Context: an optimization exercise on an open-source flow, tuned for small area, a short achievable clock period and few clock cycles per item. The choices shown serve that exercise and are no tape-out recipe.
Function was checked by simulation only, so behaviour that the tests miss may differ from the original.

### design/flow/design.v
package lpg_pkg;
    localparam logic [2:0] MODE_OFF     = 3'd0;
    localparam logic [2:0] MODE_ON      = 3'd1;
    localparam logic [2:0] MODE_SLOW    = 3'd2;
    localparam logic [2:0] MODE_FAST    = 3'd3;
    localparam logic [2:0] MODE_BREATHE = 3'd4;
    localparam logic [2:0] CFG_MODE      = 3'd0;
    localparam logic [2:0] CFG_SLOW_ON   = 3'd1;
    localparam logic [2:0] CFG_SLOW_OFF  = 3'd2;
    localparam logic [2:0] CFG_FAST_HALF = 3'd3;
    localparam logic [2:0] CFG_INHALE    = 3'd4;
    localparam logic [2:0] CFG_EXHALE    = 3'd5;
    localparam logic [2:0] CFG_PAUSE     = 3'd6;
    localparam logic [15:0] RST_SLOW_ON   = 16'd50;
    localparam logic [15:0] RST_SLOW_OFF  = 16'd2000;
    localparam logic [15:0] RST_FAST_HALF = 16'd100;
    localparam logic [15:0] RST_INHALE    = 16'd2000;
    localparam logic [15:0] RST_EXHALE    = 16'd2500;
    localparam logic [15:0] RST_PAUSE     = 16'd1200;
    localparam logic [1:0] K_ZERO = 2'd0;   
    localparam logic [1:0] K_FULL = 2'd1;   
    localparam logic [1:0] K_KEEP = 2'd2;   
    localparam logic [1:0] K_DIV  = 2'd3;   
endpackage
module lpg_div_step (
    input  logic [16:0] rem_in,
    input  logic [15:0] den,
    input  logic        next_bit,
    output logic        q,
    output logic [16:0] rem_out
);
    logic [17:0] diff;
    logic [15:0] kept;
    assign diff    = {1'b0, rem_in} - {2'b0, den};
    assign q       = !diff[17];
    assign kept    = q ? diff[15:0] : rem_in[15:0];
    assign rem_out = {kept, next_bit};
endmodule
module lpg_csa #(
    parameter int W = 8
) (
    input  logic [W-1:0] a,
    input  logic [W-1:0] b,
    input  logic [W-1:0] c,
    input  logic         cin,
    output logic [W-1:0] s,
    output logic [W-1:0] k
);
    logic [W-1:0] maj;
    assign s   = a ^ b ^ c;
    assign maj = (a & b) | (a & c) | (b & c);
    assign k   = {maj[W-2:0], cin};
endmodule
import lpg_pkg::*;
module led_pattern_generator_unit (
    input  logic        clk,
    input  logic        rst_n,
    input  logic        cfg_we,
    input  logic [2:0]  cfg_index,
    input  logic [15:0] cfg_data,
    input  logic        in_valid,
    output logic        in_ready,
    input  logic [31:0] now_ms,
    output logic        out_valid,
    input  logic        out_ready,
    output logic [9:0]  pwm_level,
    output logic [6:0]  brightness_pct
);
    localparam logic [7:0] DIV_CUT = 8'b0111_1111;
    logic [2:0]  mode_reg;
    logic [15:0] slow_on_reg;
    logic [15:0] slow_off_reg;
    logic [15:0] fast_half_reg;
    logic [15:0] inhale_reg;
    logic [15:0] exhale_reg;
    logic [15:0] pause_reg;
    logic        mode_clear;
    logic        is_slow;        
    logic        is_fast;
    logic        is_breathe;
    always_ff @(posedge clk or negedge rst_n)
    begin
        if (!rst_n) begin
            mode_reg      <= MODE_OFF;
            slow_on_reg   <= RST_SLOW_ON;
            slow_off_reg  <= RST_SLOW_OFF;
            fast_half_reg <= RST_FAST_HALF;
            inhale_reg    <= RST_INHALE;
            exhale_reg    <= RST_EXHALE;
            pause_reg     <= RST_PAUSE;
        end else if (cfg_we) begin
            case (cfg_index)
                CFG_MODE:      mode_reg      <= cfg_data[2:0];
                CFG_SLOW_ON:   slow_on_reg   <= cfg_data;
                CFG_SLOW_OFF:  slow_off_reg  <= cfg_data;
                CFG_FAST_HALF: fast_half_reg <= cfg_data;
                CFG_INHALE:    inhale_reg    <= cfg_data;
                CFG_EXHALE:    exhale_reg    <= cfg_data;
                CFG_PAUSE:     pause_reg     <= cfg_data;
                default:       ;
            endcase
        end
    end
    always_ff @(posedge clk or negedge rst_n)
    begin
        if (!rst_n) begin
            is_slow    <= 1'b0;
            is_fast    <= 1'b0;
            is_breathe <= 1'b0;
        end else if (cfg_we && (cfg_index == CFG_MODE)) begin
            is_slow    <= (cfg_data[2:0] == MODE_SLOW);
            is_fast    <= (cfg_data[2:0] == MODE_FAST);
            is_breathe <= (cfg_data[2:0] == MODE_BREATHE);
        end
    end
    assign mode_clear = cfg_we && (cfg_index == CFG_MODE) && (cfg_data[2:0] != mode_reg);
    logic [17:0] cycle_reg;       
    logic [15:0] exh_m1_reg;      
    always_ff @(posedge clk)
    begin
        cycle_reg  <= 18'(inhale_reg) + 18'(exhale_reg) + 18'(pause_reg);
        exh_m1_reg <= exhale_reg - 16'd1;
    end
    logic adv;         
    logic skid_v;
    assign adv      = !skid_v;
    assign in_ready = !skid_v;
    logic [31:0] t0;
    logic        v0;
    always_ff @(posedge clk)
    begin
        if (adv) t0 <= now_ms;
    end
    always_ff @(posedge clk or negedge rst_n)
    begin
        if (!rst_n)   v0 <= 1'b0;
        else if (adv) v0 <= in_valid;
    end
    logic [31:0] last_change_reg;    
    logic        lit_reg;            
    logic [17:0] thr;                
    logic        thr_eq;             
    logic [18:0] e_lo;               
    logic [13:0] t0_hi_m1;           
    logic        e_hi_zero;          
    logic [19:0] c_lo;               
    logic [19:0] c_sum;              
    logic [19:0] c_cry;
    logic        cmp;                
    logic        touch;
    logic [1:0]  kind1;
    assign thr_eq = is_fast;
    assign thr    = is_slow ? (lit_reg ? 18'(slow_on_reg) : 18'(slow_off_reg)) :
                    is_fast ? 18'(fast_half_reg) : cycle_reg;
    assign e_lo      = {1'b0, t0[17:0]} - {1'b0, last_change_reg[17:0]};
    assign t0_hi_m1  = t0[31:18] - 14'd1;
    assign e_hi_zero = e_lo[18] ? (t0_hi_m1 == last_change_reg[31:18])
                                : (t0[31:18] == last_change_reg[31:18]);
    lpg_csa #(.W(20)) u_csa_c (
        .a   ({2'b00, t0[17:0]}),
        .b   ({2'b00, ~last_change_reg[17:0]}),
        .c   ({2'b11, ~thr}),
        .cin (thr_eq),
        .s   (c_sum),
        .k   (c_cry)
    );
    assign c_lo      = c_sum - ~c_cry;
    assign cmp       = !e_hi_zero || (e_lo[18] ? (c_lo[19:18] == 2'b00) : (c_lo[19:18] == 2'b01));
    always_comb
    begin
        touch = 1'b0;
        kind1 = K_KEEP;
        case (mode_reg)
            MODE_OFF: kind1 = K_ZERO;
            MODE_ON:  kind1 = K_FULL;
            MODE_SLOW, MODE_FAST: begin
                kind1 = (lit_reg ^ cmp) ? K_FULL : K_ZERO;
            end
            MODE_BREATHE: begin
                kind1 = K_DIV;
            end
            default: ;
        endcase
        touch = (is_slow || is_fast || is_breathe) && cmp;
    end
    always_ff @(posedge clk or negedge rst_n)
    begin
        if (!rst_n) begin
            last_change_reg <= '0;
        end else if (adv && v0 && touch) begin
            last_change_reg <= t0;
        end
    end
    always_ff @(posedge clk or negedge rst_n)
    begin
        if (!rst_n) begin
            lit_reg <= 1'b0;
        end else if (mode_clear) begin
            lit_reg <= 1'b0;
        end else if (adv && v0 && (is_slow || is_fast)) begin
            lit_reg <= lit_reg ^ touch;
        end
    end
    logic [19:0] p_lo;
    logic [19:0] p_sum;
    logic [19:0] p_cry;
    logic        below_inh;          
    logic [15:0] x1;                 
    lpg_csa #(.W(20)) u_csa_p (
        .a   ({2'b00, t0[17:0]}),
        .b   ({2'b00, ~last_change_reg[17:0]}),
        .c   ({4'hF, ~inhale_reg}),
        .cin (1'b1),
        .s   (p_sum),
        .k   (p_cry)
    );
    assign p_lo      = p_sum - ~p_cry;
    assign below_inh = e_lo[18] ? (p_lo[19:18] == 2'b11) : (p_lo[19:18] == 2'b00);
    assign x1        = below_inh ? e_lo[15:0] : p_lo[15:0];
    logic [15:0] x1_reg;
    logic        below_inh1;
    logic        big1;               
    logic        restart1;
    logic [1:0]  kind1_reg;
    logic        v1;
    always_ff @(posedge clk)
    begin
        if (adv) begin
            x1_reg     <= x1;
            below_inh1 <= below_inh;
            big1       <= (p_lo[17:16] != 2'b00);
            restart1   <= cmp;
            kind1_reg  <= kind1;
        end
    end
    always_ff @(posedge clk or negedge rst_n)
    begin
        if (!rst_n)   v1 <= 1'b0;
        else if (adv) v1 <= v0;
    end
    logic        below_ramps;
    logic [15:0] d2;
    logic [23:0] n_sum1;
    logic [23:0] n_cry1;
    logic [23:0] n_sum2;
    logic [23:0] n_cry2;
    logic [23:0] num2;
    logic [1:0]  kind2;
    assign below_ramps = below_inh1 || (!big1 && (x1_reg < exhale_reg));
    assign d2          = below_inh1 ? inhale_reg : exh_m1_reg;
    lpg_csa #(.W(24)) u_csa_n1 (
        .a   (24'(x1_reg) << 7),
        .b   (24'(x1_reg) << 6),
        .c   (24'(x1_reg) << 3),
        .cin (1'b0),
        .s   (n_sum1),
        .k   (n_cry1)
    );
    lpg_csa #(.W(24)) u_csa_n2 (
        .a   (n_sum1),
        .b   (n_cry1),
        .c   (24'(d2)),
        .cin (1'b0),
        .s   (n_sum2),
        .k   (n_cry2)
    );
    assign num2        = n_sum2 + n_cry2;
    always_comb
    begin
        kind2 = kind1_reg;
        if (kind1_reg == K_DIV) begin
            if (restart1) begin
                if (inhale_reg != 16'd0)      kind2 = K_ZERO;
                else if (exhale_reg != 16'd0) kind2 = K_FULL;
                else                          kind2 = K_KEEP;
            end else if (!below_ramps) begin
                kind2 = K_KEEP;
            end
        end
    end
    logic [16:0] rem_a  [8];
    logic [23:0] num_a  [8];
    logic [6:0]  quo_a  [8];
    logic        sel_a  [8];
    logic [1:0]  kind_a [8];
    logic        v_a    [8];
    logic [16:0] rem_b  [8];
    logic [23:0] num_b  [8];
    logic [6:0]  quo_b  [8];
    logic        sel_b  [8];
    logic [1:0]  kind_b [8];
    logic        v_b    [8];
    assign rem_a[0]  = '0;
    assign num_a[0]  = num2;
    assign quo_a[0]  = '0;
    assign sel_a[0]  = below_inh1;
    assign kind_a[0] = kind2;
    assign v_a[0]    = v1 && is_breathe;
    for (genvar j = 0; j < 8; j++) begin : g_bnd
        if (DIV_CUT[j]) begin : g_reg
            always_ff @(posedge clk)
            begin
                if (adv) begin
                    if (j != 0) rem_b[j] <= rem_a[j];
                    num_b[j]  <= num_a[j];
                    quo_b[j]  <= quo_a[j];
                    sel_b[j]  <= sel_a[j];
                    kind_b[j] <= kind_a[j];
                end
            end
            if (j == 0) begin : g_r0
                assign rem_b[j] = num_b[j][23:7];
            end
            always_ff @(posedge clk or negedge rst_n)
            begin
                if (!rst_n)   v_b[j] <= 1'b0;
                else if (adv) v_b[j] <= v_a[j];
            end
        end else begin : g_wire
            assign rem_b[j]  = (j == 0) ? num_a[j][23:7] : rem_a[j];
            assign num_b[j]  = num_a[j];
            assign quo_b[j]  = quo_a[j];
            assign sel_b[j]  = sel_a[j];
            assign kind_b[j] = kind_a[j];
            assign v_b[j]    = v_a[j];
        end
    end
    for (genvar j = 0; j < 7; j++) begin : g_step
        logic [15:0] den;
        logic        qbit;
        assign den = sel_b[j] ? inhale_reg : exhale_reg;
        lpg_div_step u_step (
            .rem_in   (rem_b[j]),
            .den      (den),
            .next_bit ((j < 6) ? num_b[j][6 - j] : 1'b0),
            .q        (qbit),
            .rem_out  (rem_a[j + 1])
        );
        always_comb
        begin
            quo_a[j + 1]         = quo_b[j];
            quo_a[j + 1][6 - j]  = qbit;
        end
        assign num_a[j + 1]  = num_b[j];
        assign sel_a[j + 1]  = sel_b[j];
        assign kind_a[j + 1] = kind_b[j];
        assign v_a[j + 1]    = v_b[j];
    end
    logic [6:0]  quo_f;
    logic        sel_f;
    logic [1:0]  kind_f;
    logic        v7;
    always_ff @(posedge clk)
    begin
        if (adv) begin
            quo_f  <= quo_a[7];
            sel_f  <= sel_a[7];
            kind_f <= is_breathe ? kind_a[7] : kind1_reg;
        end
    end
    always_ff @(posedge clk or negedge rst_n)
    begin
        if (!rst_n)   v7 <= 1'b0;
        else if (adv) v7 <= is_breathe ? v_a[7] : v1;
    end
    logic [6:0]  br_sel;
    logic [6:0]  br_fin;
    logic [6:0]  br_reg;     
    always_comb
    begin
        case (kind_f)
            K_ZERO:  br_sel = 7'd0;
            K_FULL:  br_sel = 7'd100;
            K_KEEP:  br_sel = br_reg;
            default: br_sel = sel_f ? quo_f : (7'd100 - quo_f);
        endcase
        br_fin = (is_breathe && (br_sel < 7'd10)) ? 7'd10 : br_sel;
    end
    always_ff @(posedge clk or negedge rst_n)
    begin
        if (!rst_n) begin
            br_reg <= '0;
        end else if (mode_clear) begin
            br_reg <= '0;
        end else if (adv && v7) begin
            br_reg <= br_fin;
        end
    end
    logic [6:0]  out_br_next;
    logic [9:0]  pwm_lut;
    logic [9:0]  pwm_reg;
    logic [6:0]  pct_reg;
    logic        out_valid_reg;
    logic        out_free;
    assign out_free    = !out_valid_reg || out_ready;
    assign out_br_next = skid_v ? br_reg : br_fin;
    always_comb
    begin
        case (out_br_next)
            7'd0: pwm_lut = 10'd1023;
            7'd1: pwm_lut = 10'd1023;
            7'd2: pwm_lut = 10'd1023;
            7'd3: pwm_lut = 10'd1023;
            7'd4: pwm_lut = 10'd1023;
            7'd5: pwm_lut = 10'd1023;
            7'd6: pwm_lut = 10'd1023;
            7'd7: pwm_lut = 10'd1023;
            7'd8: pwm_lut = 10'd1023;
            7'd9: pwm_lut = 10'd1023;
            7'd10: pwm_lut = 10'd1022;
            7'd11: pwm_lut = 10'd1022;
            7'd12: pwm_lut = 10'd1022;
            7'd13: pwm_lut = 10'd1022;
            7'd14: pwm_lut = 10'd1022;
            7'd15: pwm_lut = 10'd1022;
            7'd16: pwm_lut = 10'd1021;
            7'd17: pwm_lut = 10'd1021;
            7'd18: pwm_lut = 10'd1021;
            7'd19: pwm_lut = 10'd1021;
            7'd20: pwm_lut = 10'd1020;
            7'd21: pwm_lut = 10'd1020;
            7'd22: pwm_lut = 10'd1020;
            7'd23: pwm_lut = 10'd1020;
            7'd24: pwm_lut = 10'd1019;
            7'd25: pwm_lut = 10'd1019;
            7'd26: pwm_lut = 10'd1018;
            7'd27: pwm_lut = 10'd1018;
            7'd28: pwm_lut = 10'd1018;
            7'd29: pwm_lut = 10'd1017;
            7'd30: pwm_lut = 10'd1016;
            7'd31: pwm_lut = 10'd1016;
            7'd32: pwm_lut = 10'd1015;
            7'd33: pwm_lut = 10'd1015;
            7'd34: pwm_lut = 10'd1014;
            7'd35: pwm_lut = 10'd1013;
            7'd36: pwm_lut = 10'd1012;
            7'd37: pwm_lut = 10'd1012;
            7'd38: pwm_lut = 10'd1011;
            7'd39: pwm_lut = 10'd1010;
            7'd40: pwm_lut = 10'd1008;
            7'd41: pwm_lut = 10'd1007;
            7'd42: pwm_lut = 10'd1006;
            7'd43: pwm_lut = 10'd1005;
            7'd44: pwm_lut = 10'd1003;
            7'd45: pwm_lut = 10'd1002;
            7'd46: pwm_lut = 10'd1000;
            7'd47: pwm_lut = 10'd999;
            7'd48: pwm_lut = 10'd997;
            7'd49: pwm_lut = 10'd995;
            7'd50: pwm_lut = 10'd992;
            7'd51: pwm_lut = 10'd990;
            7'd52: pwm_lut = 10'd988;
            7'd53: pwm_lut = 10'd985;
            7'd54: pwm_lut = 10'd982;
            7'd55: pwm_lut = 10'd979;
            7'd56: pwm_lut = 10'd976;
            7'd57: pwm_lut = 10'd973;
            7'd58: pwm_lut = 10'd969;
            7'd59: pwm_lut = 10'd965;
            7'd60: pwm_lut = 10'd960;
            7'd61: pwm_lut = 10'd956;
            7'd62: pwm_lut = 10'd951;
            7'd63: pwm_lut = 10'd946;
            7'd64: pwm_lut = 10'd940;
            7'd65: pwm_lut = 10'd934;
            7'd66: pwm_lut = 10'd927;
            7'd67: pwm_lut = 10'd921;
            7'd68: pwm_lut = 10'd913;
            7'd69: pwm_lut = 10'd905;
            7'd70: pwm_lut = 10'd896;
            7'd71: pwm_lut = 10'd887;
            7'd72: pwm_lut = 10'd877;
            7'd73: pwm_lut = 10'd867;
            7'd74: pwm_lut = 10'd856;
            7'd75: pwm_lut = 10'd843;
            7'd76: pwm_lut = 10'd830;
            7'd77: pwm_lut = 10'd817;
            7'd78: pwm_lut = 10'd802;
            7'd79: pwm_lut = 10'd786;
            7'd80: pwm_lut = 10'd768;
            7'd81: pwm_lut = 10'd750;
            7'd82: pwm_lut = 10'd730;
            7'd83: pwm_lut = 10'd709;
            7'd84: pwm_lut = 10'd687;
            7'd85: pwm_lut = 10'd662;
            7'd86: pwm_lut = 10'd636;
            7'd87: pwm_lut = 10'd609;
            7'd88: pwm_lut = 10'd579;
            7'd89: pwm_lut = 10'd547;
            7'd90: pwm_lut = 10'd512;
            7'd91: pwm_lut = 10'd476;
            7'd92: pwm_lut = 10'd436;
            7'd93: pwm_lut = 10'd394;
            7'd94: pwm_lut = 10'd349;
            7'd95: pwm_lut = 10'd300;
            7'd96: pwm_lut = 10'd248;
            7'd97: pwm_lut = 10'd193;
            7'd98: pwm_lut = 10'd133;
            7'd99: pwm_lut = 10'd69;
            7'd100: pwm_lut = 10'd0;
            default: pwm_lut = 10'd1023;
        endcase
    end
    always_ff @(posedge clk or negedge rst_n)
    begin
        if (!rst_n) begin
            out_valid_reg <= 1'b0;
            skid_v        <= 1'b0;
        end else if (skid_v) begin
            if (out_free) begin
                out_valid_reg <= 1'b1;
                skid_v        <= 1'b0;
            end
        end else if (v7) begin
            if (out_free) begin
                out_valid_reg <= 1'b1;
            end else begin
                skid_v        <= 1'b1;
            end
        end else if (out_ready) begin
            out_valid_reg <= 1'b0;
        end
    end
    always_ff @(posedge clk)
    begin
        if ((skid_v || v7) && out_free) begin
            pwm_reg <= pwm_lut;
            pct_reg <= out_br_next;
        end
    end
    assign out_valid      = out_valid_reg;
    assign pwm_level      = pwm_reg;
    assign brightness_pct = pct_reg;
endmodule
### design/flow/flow/run.sh
#!/bin/bash
set -euo pipefail
bash standard.sh SETUP_SLACK_MARGIN=5.7 \
    "BUFFER_PORTS_ARGS=-buffer_cell sky130_fd_sc_hd__buf_2" finish > standard_flow.log 2>&1
### design/flow/constraint.sdc
create_clock -name core_clock -period 9.0 [get_ports {clk}]
set_input_delay 1.8000 -clock core_clock [delete_from_list [all_inputs] [get_ports {clk}]]
set_output_delay 1.8000 -clock core_clock [all_outputs]
set_load 0.01 [all_outputs]
### design/flow/config.mk
export PLATFORM = sky130hd
export DESIGN_NAME = led_pattern_generator_unit
export DESIGN_NICKNAME = led_pattern_generator_unit
export VERILOG_FILES = /design/flow/design.v
export SDC_FILE = /design/flow/constraint.sdc
export NUM_CORES = 4
export LEC_CHECK = 0
export ABC_AREA = 1
export CAP_MARGIN = 20
export CORE_MARGIN = 2
export CORE_UTILIZATION = 55
export CTS_CLUSTER_DIAMETER = 100
export CTS_CLUSTER_SIZE = 25
export PLACE_DENSITY = 0.8
export SETUP_SLACK_MARGIN = 5
export SLEW_MARGIN = 20
export TNS_END_PERCENT = 10
### design/flow/standard.sh
#!/bin/bash
# synth_recipe.tcl (not shown) runs the flow's synth.tcl, then flattens the netlist and writes it again
# the make line also repeats each setting of config.mk as NAME=value (left out here)
make -C /OpenROAD-flow-scripts/flow DESIGN_CONFIG=/design/flow/config.mk WORK_HOME=/design/flow/orfs CLKGATE_MAP_FILE= SYNTH_SCRIPT=/design/flow/synth_recipe.tcl "${@:-finish}"
==> out/metrics.csv, run 1 <==
metric,value,unit
status,no timing/DRC/antenna violations,
r2r-end,kind1_reg[0],
max_freq,270,MHz
r2r_setup_slack,5.30,ns
syn_to_final_growth,11.0,%
drt_pass1_iterations,5,
viasPerCell,5.90,
clockBufferDepth,3,
maxSlewViolCount,0,
syn-cell-area,29000,µm²
yosys_warnings,37,
dieArea,54600,µm²
first_global_vias,22200,
antenna_found_initial,0,
wire_per_inst,18.9,µm
cts_made_buffers,22,
fp.dieH,234,µm
nets,3757,
mostFrequentLayoutCells,"nand2_1 (759), o21ai_0 (313), a21oi_1 (285)",
finClkSkew,0.0211,ns
cts_sinks,449,
initial_core_util,0.554,
rsz0062_at_grt,true,
syn-mean-instance-area,8.87,µm²
fin_crit,3.70,ns
worstSetupStartpoint,is_slow,
track_usage,0.276,
dp_hpwl,50600,µm
worstSkewPairLatency,0.58,ns
gp_congestion,0.922,
crit_type,register to register,
syn_inst,3272,
worstHoldPathType,register to register,
largest_register_ffs,102,
hold_viol,0,
final_common_cell,nand2_1,
cp_slowest_cell,dfrtp_2,
overflow,0,
core,52300,µm²
synth-async-reset-ratio,0.343,
synth_fp_nets,3651,
grt_first_pass_wirelength,118000,µm
cp.required,9.33,ns
pin_count,75,
fin_ws,5.30,ns
crit_path_max_fanout,6,
setup_tns,0,ns
rows,84,
drt-initial-drc-count,2658,
ys_top_cells_by_area,"edfxtp_1 (27%), dfrtp_1 (11%), ha_1 (10%)",
critPathLaunchType,register,
whs,0.420,ns
synth_edf_count,262,
synth.top_cell.area_share,0.271,
htreeDepth,1,
die_w,234,µm
dr_total_vias,24100,
maxCapViolCount,0,
r2r-start,is_slow,
worst_pin_slew,1.32,ns
routed_wl,77300,µm
worstRegToRegCells,18,
synth_flop_cell,edfxtp_1,
cts_tree,done,
drive_above_1_share,0.113,
synth_top_area_cell,edfxtp_1,
worstPathArrival,4.03,ns
ys_seq_area_frac,0.428,
post-place-ws,4.44,ns
io_buffers,74,
max_stage_delay,0.47,ns
final-setup-viol-count,0,
drtAntennaViolNets,0,
yosys_register_bits,449,
slew_headroom,0.118,
end_kind,register,
fin_crit_sh,0.411,
drc_errors,0,
grt_max_degree,95,
endpoint,kind1_reg[0],
clk_pin_slew,0.10,ns
root_buffer,clkbuf_16,
path_cells,clkinvlp_4 -> buf_12 -> a21oi_1 -> a32o_1 -> fa_1 -> ha_1 -> a21o_1 -> nand4_1 -> buf_4 -> nand4_1 -> nand3_1 -> nand2_1 -> inv_1 -> nand3_2 -> nor2_4 -> nand3_4 -> nand3_2 -> nand3_1,
synth_cell_types,54,
area by class of cell:
| type | instances | area (µm²) |
|---|---|---|
| Antenna cell | 1 | 2.50 |
| Multi-Input combinational cell | 2450 | 15700 |
| Timing Repair Buffer | 174 | 1290 |
| Sequential cell | 449 | 12400 |
| Tap cell | 688 | 861 |
| Clock buffer | 37 | 628 |
| Clock inverter | 3 | 31.3 |
| Fill cell | 4235 | 20100 |
| Inverter | 274 | 1190 |
| Timing Repair inverter | 7 | 52.6 |
worst min-delay path by stage:
| stage | cells past startpoint | endpoint | startpoint |
|---|---|---|---|
| after CTS | 0 | quo_b[5][3] | quo_b[4][3] |
| final | 0 | quo_b[5][3] | quo_b[4][3] |
| after global placement | 0 | kind_b[4][0] | kind_b[3][0] |
| after floorplan | 0 | kind_b[1][0] | kind_b[0][0] |
| after global routing | 0 | num_a[2][4] | num_b[0][4] |
| after detailed placement | 0 | kind_b[6][0] | kind_b[5][0] |
stage by stage:
| stage | std cells | utilization | area [µm²] |
|---|---|---|---|
| 3_5_place_dp | 3940 | 0.571 | 29900 |
| 3_3_place_gp | 3940 | 0.571 | 29900 |
| 6_report | 4083 | 0.615 | 32200 |
| 2_1_floorplan | 3272 | - | 29100 |
| 4_1_cts | 4038 | 0.601 | 31500 |
| 5_1_grt | 4082 | 0.615 | 32200 |
worst max-delay path, delay by kind of cell, from the launching register on:
kind / cells / cell delay (ns)
AOI/OAI and AO/OA: 3 / 0.53
adders and majority gates: 2 / 0.76
buffers and inverters: 4 / 0.61
DFF: 1 / 0.47
and+or+nand+nor: 9 / 1.08
logic make-up after synthesis:
family / Yosys count / share of synthesized area
AO/OA/AOI/OAI: 747 / 0.140
XOR/XNOR: 160 / 0.0488
adder cells (fa/ha/maj): 323 / 0.160
buffers and inverters: 381 / 0.0519
flip-flops: 449 / 0.428
multiplexers: 2 / 0.000690
AND/OR/NAND/NOR: 1210 / 0.171
cells in the mapped netlist (all sizes together), types with 25 or more instances:
master / count
a21oi: 298
buf: 33
clkbuf: 74
dfrtp: 127
dfstp: 27
dfxtp: 33
edfxtp: 262
fa: 81
ha: 242
inv: 255
nand2: 783
nand3: 133
nand3b: 25
nor2: 219
o21ai: 351
xnor2: 66
xor2: 93
per-layer routing:
layer	vias to the layer above	GRT usage	part of all wire
li1	11300	-	-
met1	11500	0.375	0.41
met2	1068	0.451	0.47
met3	222	0.0417	0.083
met4	0	0.0941	0.042
met5	-	0	0
what timing repair did:
action,in CTS,in global routing
pin swaps,9,21
hold buffers,0,0
cloned,11,5
resized for setup,113,105
buffers inserted,47,37
endpoints found under the setup margin,191,180
Testbench counts, summed over its fixed seeds: cycles 8,930, items 8,000.
==> inputs of run 2 (changes only) <==
--- a/design/flow/design.v
+++ b/design/flow/design.v
@@ -328,11 +328,21 @@
     for (genvar j = 0; j < 7; j++) begin : g_step
         logic [15:0] den;
         logic        qbit;
+        logic        nb;
         assign den = sel_b[j] ? inhale_reg : exhale_reg;
+        if (j == 4) begin : g_nb2
+            assign nb = sel_b[j] ? inhale_reg[2] : exh_m1_reg[2];
+        end else if (j == 5) begin : g_nb1
+            assign nb = sel_b[j] ? inhale_reg[1] : exh_m1_reg[1];
+        end else if (j < 4) begin : g_nbn
+            assign nb = num_b[j][6 - j];
+        end else begin : g_nb0
+            assign nb = 1'b0;
+        end
         lpg_div_step u_step (
             .rem_in   (rem_b[j]),
             .den      (den),
-            .next_bit ((j < 6) ? num_b[j][6 - j] : 1'b0),
+            .next_bit (nb),
             .q        (qbit),
             .rem_out  (rem_a[j + 1])
         );
==> design/flow/flow/run.sh (replaced) <==
#!/bin/bash
set -euo pipefail
bash standard.sh SETUP_SLACK_MARGIN=5.7 finish > standard_flow.log 2>&1
==> run 2 against run 1 <==
Against the previous run: via count grew 0.95%; first-iteration DRC count shrank 4.9%; hold slack lost 0.00056 ns; synthesized cell count grew 2.3%; wire length is essentially flat; global-route usage grew 0.16 points; cell count grew 1.1%; maximum frequency grew 2.2%; critical path depth is the same; clock skew grew 0.019 ns.
==> out/metrics.csv, run 2 <==
metric,value,unit
status,no timing/DRC/antenna violations,
initial_core_util,0.554,
fp.dieH,234,µm
rows,84,
core,52300,µm²
grt_max_degree,93,
yosys_register_bits,438,
n_fill_cell,4359,
synth_flop_cell,edfxtp_1,
routed_wl,77300,µm
grt_first_pass_wirelength,119000,µm
max_freq,276,MHz
pin_count,75,
synth-async-reset-ratio,0.352,
end_kind,register,
clockBufferDepth,3,
ys_top_cells_by_area,"edfxtp_1 (26%), dfrtp_1 (11%), nand2_1 (11%)",
mostFrequentLayoutCells,"nand2_1 (810), o21ai_0 (311), inv_1 (269)",
top_layer_used,met4,
first_global_vias,22700,
drive_above_1_share,0.0800,
overflow,0,
cts_sinks,438,
nets,3801,
rsz0062_at_grt,true,
largest_register_ffs,102,
gp_congestion,0.932,
cts_hold_buf,0,
worstSkewPairLatency,0.60,ns
dr_wl_met2,36300,µm
synth_fp_nets,3727,
maxSlewViolCount,0,
worst_pin_slew,1.12,ns
ys_seq_area_frac,0.417,
syn-cell-area,29000,µm²
fin_crit,3.62,ns
clk_pin_slew,0.11,ns
crit_type,register to register,
synth_top_area_cell,edfxtp_1,
slew_headroom,0.249,
finClkSkew,0.0404,ns
drt-initial-drc-count,2529,
htreeDepth,1,
drc_errors,0,
maxCapViolCount,0,
synth.top_cell.area_share,0.260,
hold_viol,0,
syn_to_final_growth,10.9,%
met1_length,30900,µm
antenna_found_initial,1,
setup_tns,0,ns
synth_edf_count,251,
cts_tree,done,
syn-mean-instance-area,8.66,µm²
crit_path_max_fanout,17,
final_common_cell,nand2_1,
cts_made_buffers,23,
die_w,234,µm
drt_pass1_iterations,8,
dp_hpwl,52400,µm
dr_total_vias,24300,
seq_area,12100,µm²
drtAntennaViolNets,0,
yosys-top-cells-count,"nand2_1 (832), o21ai_0 (329), a21oi_1 (280)",
antennaDiodeCount,0,
syn_inst,3348,
yosysMostFrequentCell,nand2_1,
final-setup-viol-count,0,
fin_crit_sh,0.402,
worstHoldPathType,register to register,
track_usage,0.277,
synth_cell_types,49,
viasPerCell,5.89,
r2r_setup_slack,5.38,ns
cp.required,9.47,ns
post-route-util,0.614,
dieArea,54600,µm²
io_buffers,74,
worstPathArrival,4.08,ns
yosys_warnings,37,
critPathLaunchType,register,
multiInputGateArea,15700,µm²
wl_met3,6290,µm
wire_per_inst,18.7,µm
root_buffer,clkbuf_16,
[run 2: cell count changes in the layout (fill, tap and decap cells not counted), moves of 12 or more]
cell,delta
buf_2,-73
inv_1,+22
clkdlybuf4s50_1,+72
o21ai_2,-12
nand3_1,+26
buf_4,-13
nand2_1,+51
a21oi_1,-19
[run 2: final timing paths]
check | from | depth (start not counted) | endpoint
max | is_slow | 18 | last_change_reg[29]
min | kind_b[4][1] | 0 | kind_b[5][1]
max reg2reg | is_slow | 18 | last_change_reg[29]
min reg2reg | kind_b[4][1] | 0 | kind_b[5][1]
max in group asynchronous | rst_n | 2 | skid_v
min in group asynchronous | rst_n | 1 | last_change_reg[19]
[run 2: critical path, cell delays in order, from the launching register on]
cell and delay (ns):
dfrtp_2 0.46, clkinvlp_4 0.13, buf_12 0.16, a32o_1 0.27
fa_1 0.48, ha_4 0.30, nand4_1 0.10, nor3_2 0.21
nand4_1 0.18, nand3_2 0.12, nand2_1 0.07, nand3_2 0.08
nand3_2 0.08, nor3_4 0.21, nand4_4 0.16, buf_12 0.18
buf_16 0.15, nand3_1 0.07, nand2_1 0.07
[run 2: final cells by class]
type,count,share of cell area
timing repair buffer,155,0.0452
inverter,300,0.0392
clock inverter,8,0.00296
tap,688,0.0268
timing repair inverter,4,0.00101
sequential,438,0.377
clock buffer,34,0.0195
multi-input combinational,2500,0.489
[run 2: metrics by stage]
step / setup WS, ns / hold slack (ns) / cells / instance area [µm²]
floorplan: 5.68 / 0.400 / 3348 / 29000
global placement: 4.74 / 0.401 / 4007 / 30200
detailed placement: 4.57 / 0.405 / 4008 / 30200
CTS: 5.52 / 0.418 / 4092 / 31600
global route: 5.21 / 0.429 / 4127 / 32200
finish: 5.38 / 0.419 / 4127 / 32200
[run 2: cells by family after synthesis]
group	Yosys count	share of synthesized area
compound gates	724	0.134
xor+xnor	163	0.0492
fa+ha+maj	323	0.160
buf+inv	414	0.0563
flops	438	0.417
mux	2	0.000690
simple gates	1284	0.182
[run 2: repair_timing]
| item | CTS | global route |
|---|---|---|
| endpoints found under the setup margin | 184 | 208 |
| cloned | 7 | 3 |
| gates resized for setup | 109 | 74 |
| pin swaps | 9 | 19 |
| buffers inserted | 35 | 32 |
[run 2: routing by layer]
layer  vias to the layer above  GRT usage
met5                         -          0
met4                         0      0.110
met3                       228     0.0427
met2                      1070      0.458
met1                     11500      0.367
li1                      11500          -
Testbench counts of run 2, summed over its fixed seeds: cycles 8,930, items 8,000.

## afterwards: timing with drivers on the ports
In the flow no input, the clock included, has a driving cell. The finished layouts below were timed again as built, in two steps. Step 1, drivers: a clkbuf_16 drives clk and a buf_2 each remaining input, both assumed. Step 2 moves the port delays by t, midway between the first and last clock arrival at a register: inputs arrive t later, outputs are due t later. That takes back most of the time a late clock gives input paths. a / b / c = ideal / step 1 / step 2; a / b = the first two.
run | t (ns) | setup slack, ns | slew at the worst register clock pin (ns)
run 1 | 0.637 | 5.301 / 5.301 / 5.301 | 0.11 / 0.11
run 2 | 0.637 | 5.382 / 5.382 / 5.115 | 0.11 / 0.11
After both steps setup and hold are still met in every run listed. For run 2, which loses most, drivers alone change the setup slack by 0.000 ns; drivers and shift together by -0.267 ns.
